From an optimization exercise on the open Yosys and OpenROAD flow, aimed at small area and a short achievable clock period; shortcuts taken in it are not production practice.
Function was checked by simulation only, so behaviour that the tests miss may differ from the original.
Power figures rest on the tool's default switching activity, not on a simulated workload.

the previous run:
==> flow/design.v <==
package ecg_pkg;
	localparam int ECG_WIDTH         = 50;	 
	localparam int SIZE_WIDTH        = 6;	 
	localparam int SAMPLES_PER_GROUP = 4;	 
	localparam int MAX_STUFFING      = 17;	 
	localparam int MAX_SIGN_BITS     = 12;	 
	typedef logic [3:0] bits_req_t;
	typedef logic [1:0] ecg_idx_t;
	localparam bits_req_t CPEC_MIN_BITS = 4'd3;	 
	localparam bits_req_t MAX_BITS_REQ  = 4'd9;	 
	localparam ecg_idx_t  LAST_ECG_IDX  = 2'd3;	 
	typedef logic [ECG_WIDTH-1:0] ecg_word_t;
	typedef logic [SIZE_WIDTH-1:0] ecg_size_t;
	typedef logic [SAMPLES_PER_GROUP*MAX_BITS_REQ-1:0] cpec_code_t;
	typedef logic [$clog2(SAMPLES_PER_GROUP*MAX_BITS_REQ+1)-1:0] cpec_size_t;
	typedef logic [6:0] vec_prefix_t;
	typedef logic [4:0] vec_suffix_t;
	typedef logic [2:0] vec_len_t;	 
	typedef logic [MAX_SIGN_BITS-1:0] sign_bits_t;
	typedef logic [$clog2(MAX_SIGN_BITS+1)-1:0] sign_size_t;
	typedef logic [$clog2(MAX_STUFFING+1)-1:0] stuffing_size_t;
	function automatic ecg_word_t place_field(input ecg_word_t value, input ecg_size_t len,
		input ecg_size_t offset);
		ecg_word_t keep;
		ecg_word_t placed;
		keep = ~({ECG_WIDTH{1'b1}} << len);	 
		placed = (value & keep) << (ECG_WIDTH - len);
		placed = placed >> offset;
		place_field = placed;
	endfunction
endpackage
`timescale 1ns/10ps
module ecg_encoder_top
(
	input  logic                     clk,
	input  logic                     rst_n,
	input  logic                     in_valid,		 
	input  logic                     data_active,
	input  logic                     group_skip,
	input  ecg_pkg::bits_req_t       bits_req,
	input  ecg_pkg::cpec_code_t      cpec_code,
	input  ecg_pkg::cpec_size_t      cpec_size,
	input  ecg_pkg::vec_prefix_t     vec_prefix,
	input  ecg_pkg::vec_len_t        vec_prefix_size,
	input  ecg_pkg::vec_suffix_t     vec_suffix,
	input  ecg_pkg::vec_len_t        vec_suffix_size,
	input  ecg_pkg::ecg_idx_t        ecg_idx,
	input  logic                     component_skip,
	input  logic                     underflow_prevention,
	input  ecg_pkg::stuffing_size_t  stuffing_size,
	input  ecg_pkg::sign_bits_t      sign_bits,
	input  ecg_pkg::sign_size_t      sign_bits_size,
	output ecg_pkg::ecg_word_t       encoded_ecg,
	output ecg_pkg::ecg_size_t       ecg_size,
	output logic                     ecg_valid
);
	localparam int W  = ecg_pkg::ECG_WIDTH;
	localparam int S  = 3;			 
	localparam int T  = 3;			 
	localparam int CW = 36 + (1 << S) - 1;	 
	localparam int TW = 15 + (1 << T) - 1;	 
	logic       gsf;		 
	logic       coded;		 
	logic       is_vec;		 
	logic       stuff_on;
	logic       sign_on;
	logic [5:0] code_len;		 
	logic [5:0] code_end;		 
	logic [5:0] total;
	assign is_vec   = (bits_req == 4'd1) || (bits_req == 4'd2);
	assign gsf      = data_active && group_skip;
	assign coded    = data_active && !group_skip && (bits_req != 4'd0) && (bits_req <= 4'd9);
	assign stuff_on = (ecg_idx != 2'd0) && underflow_prevention;
	assign sign_on  = (ecg_idx == 2'd3) && !component_skip;
	assign code_len  = is_vec ? 6'(vec_prefix_size) + 6'(vec_suffix_size) : cpec_size;
	assign code_end  = coded ? 6'(bits_req) + code_len : 6'd0;
	assign total     = code_end + 6'(coded || gsf) + (stuff_on ? 6'(stuffing_size) : 6'd0)
		+ (sign_on ? 6'(sign_bits_size) : 6'd0);
	logic [4:0]  suffix_keep;
	logic [13:0] vec_code;
	logic [35:0] code;
	assign suffix_keep = ~(5'h1f << vec_suffix_size);
	assign vec_code = (14'(vec_prefix) << vec_suffix_size) | 14'(vec_suffix & suffix_keep);
	assign code     = {cpec_code[35:14], is_vec ? vec_code : cpec_code[13:0]};
	logic [14:0] sign_field;
	always_comb
		for (int j = 0; j < 15; j++)
			sign_field[j] = (sign_on && (4'(j) < sign_bits_size)) ? ((j < 12) ? sign_bits[j] : 1'b0) : 1'b1;
	logic [CW-1:0] code_win;
	logic [TW-1:0] tail_win;
	always_comb
	begin
		logic [CW-1:0] c;
		logic [TW-1:0] t;
		c = {code, {((1 << S) - 1){1'b1}}};
		for (int b = 0; b < S; b++)
			if (code_end[b])
				c = c >> (1 << b);
		code_win = c;
		t = {sign_field, {((1 << T) - 1){1'b0}}};
		for (int b = 0; b < T; b++)
			if (total[b])
				t = ~(~t >> (1 << b));
		tail_win = t;
	end
	logic [CW-1:0] code_q;
	logic [5-S:0]  code_end_q;	 
	logic          coded_q;
	logic [3:0]    bits_req_q;
	logic [TW-1:0] tail_q;
	logic [5:0]    total_q;
	always_ff @(posedge clk or negedge rst_n)
	begin
		if (!rst_n)
			ecg_valid <= 1'b0;
		else
			ecg_valid <= in_valid;
	end
	always_ff @(posedge clk)
	begin
		code_q     <= code_win;
		code_end_q <= code_end[5:S];
		coded_q    <= coded;
		bits_req_q <= bits_req;
		tail_q     <= tail_win;
		total_q    <= total;
	end
	logic [W-1:0] lead_word;	 
	logic [W-1:0] tail_word;	 
	always_comb
	begin
		logic [CW+W-(1<<S):0] c;
		logic [W+TW+W-(1<<T):0] t;
		c = {code_q, {(W-(1 << S)){1'b1}}};
		for (int b = S; b < 6; b++)
			if (code_end_q[b-S])
				c = c >> (1 << b);
		lead_word = c[W-1:0];
		lead_word[W-1] = !coded_q;	 
		for (int p = 1; p < 10; p++)
			if (coded_q && (4'(p) <= bits_req_q))
				lead_word[W-1-p] = (4'(p) < bits_req_q);
		t = {{W{1'b1}}, tail_q, {(W-(1 << T)+1){1'b0}}};
		for (int b = T; b < 6; b++)
			if (total_q[b])
				t = ~(~t >> (1 << b));
		tail_word = t[W-1:0];
	end
	assign encoded_ecg = lead_word & tail_word;
	assign ecg_size    = total_q;
endmodule
clock: 6.5 ns
lec_check: 0
abc_area: 1
cap_margin: 20
core_margin: 2
core_utilization: 45
cts_buf_list: sky130_fd_sc_hd__clkbuf_8
gpl_timing_driven: 0
setup_slack_margin: 3.0
slew_margin: 20
standard.sh (not shown) runs the stock make flow with config.mk's settings and CLKGATE_MAP_FILE= SYNTH_SCRIPT=/design/flow/synth_recipe.tcl, a recipe that flattens the netlist after the stock synthesis.
==> flow/flow/run.sh <==
#!/bin/bash
set -euo pipefail
bash standard.sh "ADDER_MAP_FILE=" \
	"BUFFER_PORTS_ARGS=-buffer_cell sky130_fd_sc_hd__buf_1" \
	"CTS_ARGS=-sink_clustering_enable -repair_clock_nets -buf_list sky130_fd_sc_hd__clkbuf_8 -dont_use_dummy_load" \
	finish > make_finish.log 2>&1
diff inputs: the previous run => the current run
--- a/flow/design.v
+++ b/flow/design.v
@@ -63,20 +63,23 @@
 	logic       coded;		 
 	logic       is_vec;		 
 	logic       stuff_on;
 	logic       sign_on;
-	logic [5:0] code_len;		 
+	logic [5:0] end_cpec;		 
+	logic [5:0] end_vec;		 
+	logic [5:0] tail_len;		 
 	logic [5:0] code_end;		 
 	logic [5:0] total;
 	assign is_vec   = (bits_req == 4'd1) || (bits_req == 4'd2);
 	assign gsf      = data_active && group_skip;
 	assign coded    = data_active && !group_skip && (bits_req != 4'd0) && (bits_req <= 4'd9);
 	assign stuff_on = (ecg_idx != 2'd0) && underflow_prevention;
 	assign sign_on  = (ecg_idx == 2'd3) && !component_skip;
-	assign code_len  = is_vec ? 6'(vec_prefix_size) + 6'(vec_suffix_size) : cpec_size;
-	assign code_end  = coded ? 6'(bits_req) + code_len : 6'd0;
-	assign total     = code_end + 6'(coded || gsf) + (stuff_on ? 6'(stuffing_size) : 6'd0)
-		+ (sign_on ? 6'(sign_bits_size) : 6'd0);
+	assign end_cpec  = 6'(bits_req) + cpec_size;
+	assign end_vec   = 6'(bits_req) + 6'(vec_prefix_size) + 6'(vec_suffix_size);
+	assign code_end  = coded ? (is_vec ? end_vec : end_cpec) : 6'd0;
+	assign tail_len  = (stuff_on ? 6'(stuffing_size) : 6'd0) + (sign_on ? 6'(sign_bits_size) : 6'd0);
+	assign total     = code_end + tail_len + 6'(coded || gsf);
 	logic [4:0]  suffix_keep;
 	logic [13:0] vec_code;
 	logic [35:0] code;
 	assign suffix_keep = ~(5'h1f << vec_suffix_size);
@@ -104,10 +107,9 @@
 		tail_win = t;
 	end
 	logic [CW-1:0] code_q;
 	logic [5-S:0]  code_end_q;	 
-	logic          coded_q;
-	logic [3:0]    bits_req_q;
+	logic [3:0]    head_q;		 
 	logic [TW-1:0] tail_q;
 	logic [5:0]    total_q;
 	always_ff @(posedge clk or negedge rst_n)
 	begin
@@ -119,10 +121,9 @@
 	always_ff @(posedge clk)
 	begin
 		code_q     <= code_win;
 		code_end_q <= code_end[5:S];
-		coded_q    <= coded;
-		bits_req_q <= bits_req;
+		head_q     <= coded ? bits_req : 4'd0;
 		tail_q     <= tail_win;
 		total_q    <= total;
 	end
 	logic [W-1:0] lead_word;	 
@@ -135,12 +136,12 @@
 		for (int b = S; b < 6; b++)
 			if (code_end_q[b-S])
 				c = c >> (1 << b);
 		lead_word = c[W-1:0];
-		lead_word[W-1] = !coded_q;	 
+		lead_word[W-1] = (head_q == 4'd0);
 		for (int p = 1; p < 10; p++)
-			if (coded_q && (4'(p) <= bits_req_q))
-				lead_word[W-1-p] = (4'(p) < bits_req_q);
+			if (4'(p) <= head_q)
+				lead_word[W-1-p] = (4'(p) < head_q);
 		t = {{W{1'b1}}, tail_q, {(W-(1 << T)+1){1'b0}}};
 		for (int b = T; b < 6; b++)
 			if (total_q[b])
 				t = ~(~t >> (1 << b));
## What came out
- The switching fraction of total power reported for the current run is greater than that of the previous run by 0.29 points.
- The vertical extent of the die on the current run is in line with that on the previous run.
- The post-layout worst setup margin reported for the current run is smaller than that of the previous run by 0.015 ns.
- Lower worst hold margin was reported by the current run, not the previous run.
- Total power in the current run vs the previous run: down 0.77%
- Net load switching power across the current run and the previous run: no real change.
- Multi-input gate share of the layout cell area: lower on the previous run
- From the previous run to the current run the numbers moved as follows: layout buffering overhead excluding clock cells has decreased, multiplexer area fraction after synthesis level.

== 03-16 ==
Starts from the design.v that is shown in full above.
clock: 6.5 ns
lec_check: 0
abc_area: 1
cap_margin: 20
core_margin: 2
core_utilization: 45
cts_buf_list: sky130_fd_sc_hd__clkbuf_8
gpl_timing_driven: 0
setup_slack_margin: 3.0
slew_margin: 20
==> flow/flow/run.sh <==
#!/bin/bash
set -euo pipefail
bash standard.sh "ADDER_MAP_FILE=" "BUFFER_PORTS_ARGS=-buffer_cell sky130_fd_sc_hd__buf_1" finish > make_finish.log 2>&1
In summary, 03-16 completed successfully, with a layout that passed the timing, design-rule and antenna checks.
--- input diff 03-16..05-20 ---
diff --git a/flow/design.v b/flow/design.v
--- a/flow/design.v
+++ b/flow/design.v
@@ -80,9 +80,9 @@
 	logic [13:0] vec_code;
 	logic [35:0] code;
 	assign suffix_keep = ~(5'h1f << vec_suffix_size);
 	assign vec_code = (14'(vec_prefix) << vec_suffix_size) | 14'(vec_suffix & suffix_keep);
-	assign code     = {cpec_code[35:14], is_vec ? vec_code : cpec_code[13:0]};
+	assign code     = is_vec ? 36'(vec_code) : cpec_code;
 	logic [14:0] sign_field;
 	always_comb
 		for (int j = 0; j < 15; j++)
 			sign_field[j] = (sign_on && (4'(j) < sign_bits_size)) ? ((j < 12) ? sign_bits[j] : 1'b0) : 1'b1;
### Flow results
Required time of the critical path: 03-16 vs 05-20 — no meaningful difference
Looking at end point of the critical path, the encoded_ecg[22] result is from 05-20; the encoded_ecg[20] one comes from 03-16.
05-20 against 03-16; total via count after detailed routing is up slightly.
Between 05-20 and 03-16, the switching part of the total does not differ in any meaningful way.
[05-20] die area rose about 1.2% relative to 03-16
Relative to 03-16, 05-20 improves minimum setup slack in the final design.
Run comparison: 03-16 critical path's slowest cell o211ai_1; 05-20 critical path's slowest cell dfxtp_1

afterwards: timing with drivers on the ports:
The flow's constraints put no driver on any port. The routed layouts listed below were extracted and timed again, unchanged, in two steps.
Step 1 sets driving cells, clkbuf_16 on the clock port and buf_2 on the other inputs (assumed; they add their load-dependent delay and slew).
Step 2 adds t to the input delays and takes it off the output delays; t is the mean of the earliest and latest rising clock arrival at the registers after step 1. Input paths then give back, and output paths get back, about the clock's delay inside the block.
Three values: ideal, step 1, step 2; two values: the first two.
| run | shift t [ns] | setup slack, ns | worst setup path at the end | slew at the worst register clock pin (ns) |
|---|---|---|---|---|
| the previous run | 0.371 | 3.054 / 3.018 / 2.856 | input to register | 0.08 / 0.08 |
| the current run | 0.392 | 3.038 / 3.004 / 2.771 | input to register | 0.08 / 0.08 |
| 03-16 | 0.381 | 3.060 / 3.022 / 2.855 | input to register | 0.08 / 0.08 |
| 05-20 | 0.382 | 3.082 / 3.046 / 2.780 | input to register | 0.08 / 0.08 |
After both steps setup and hold are still met in every run listed. The setup slack of 05-20, which loses most, moves by -0.036 ns with the drivers and by -0.302 ns with both steps.
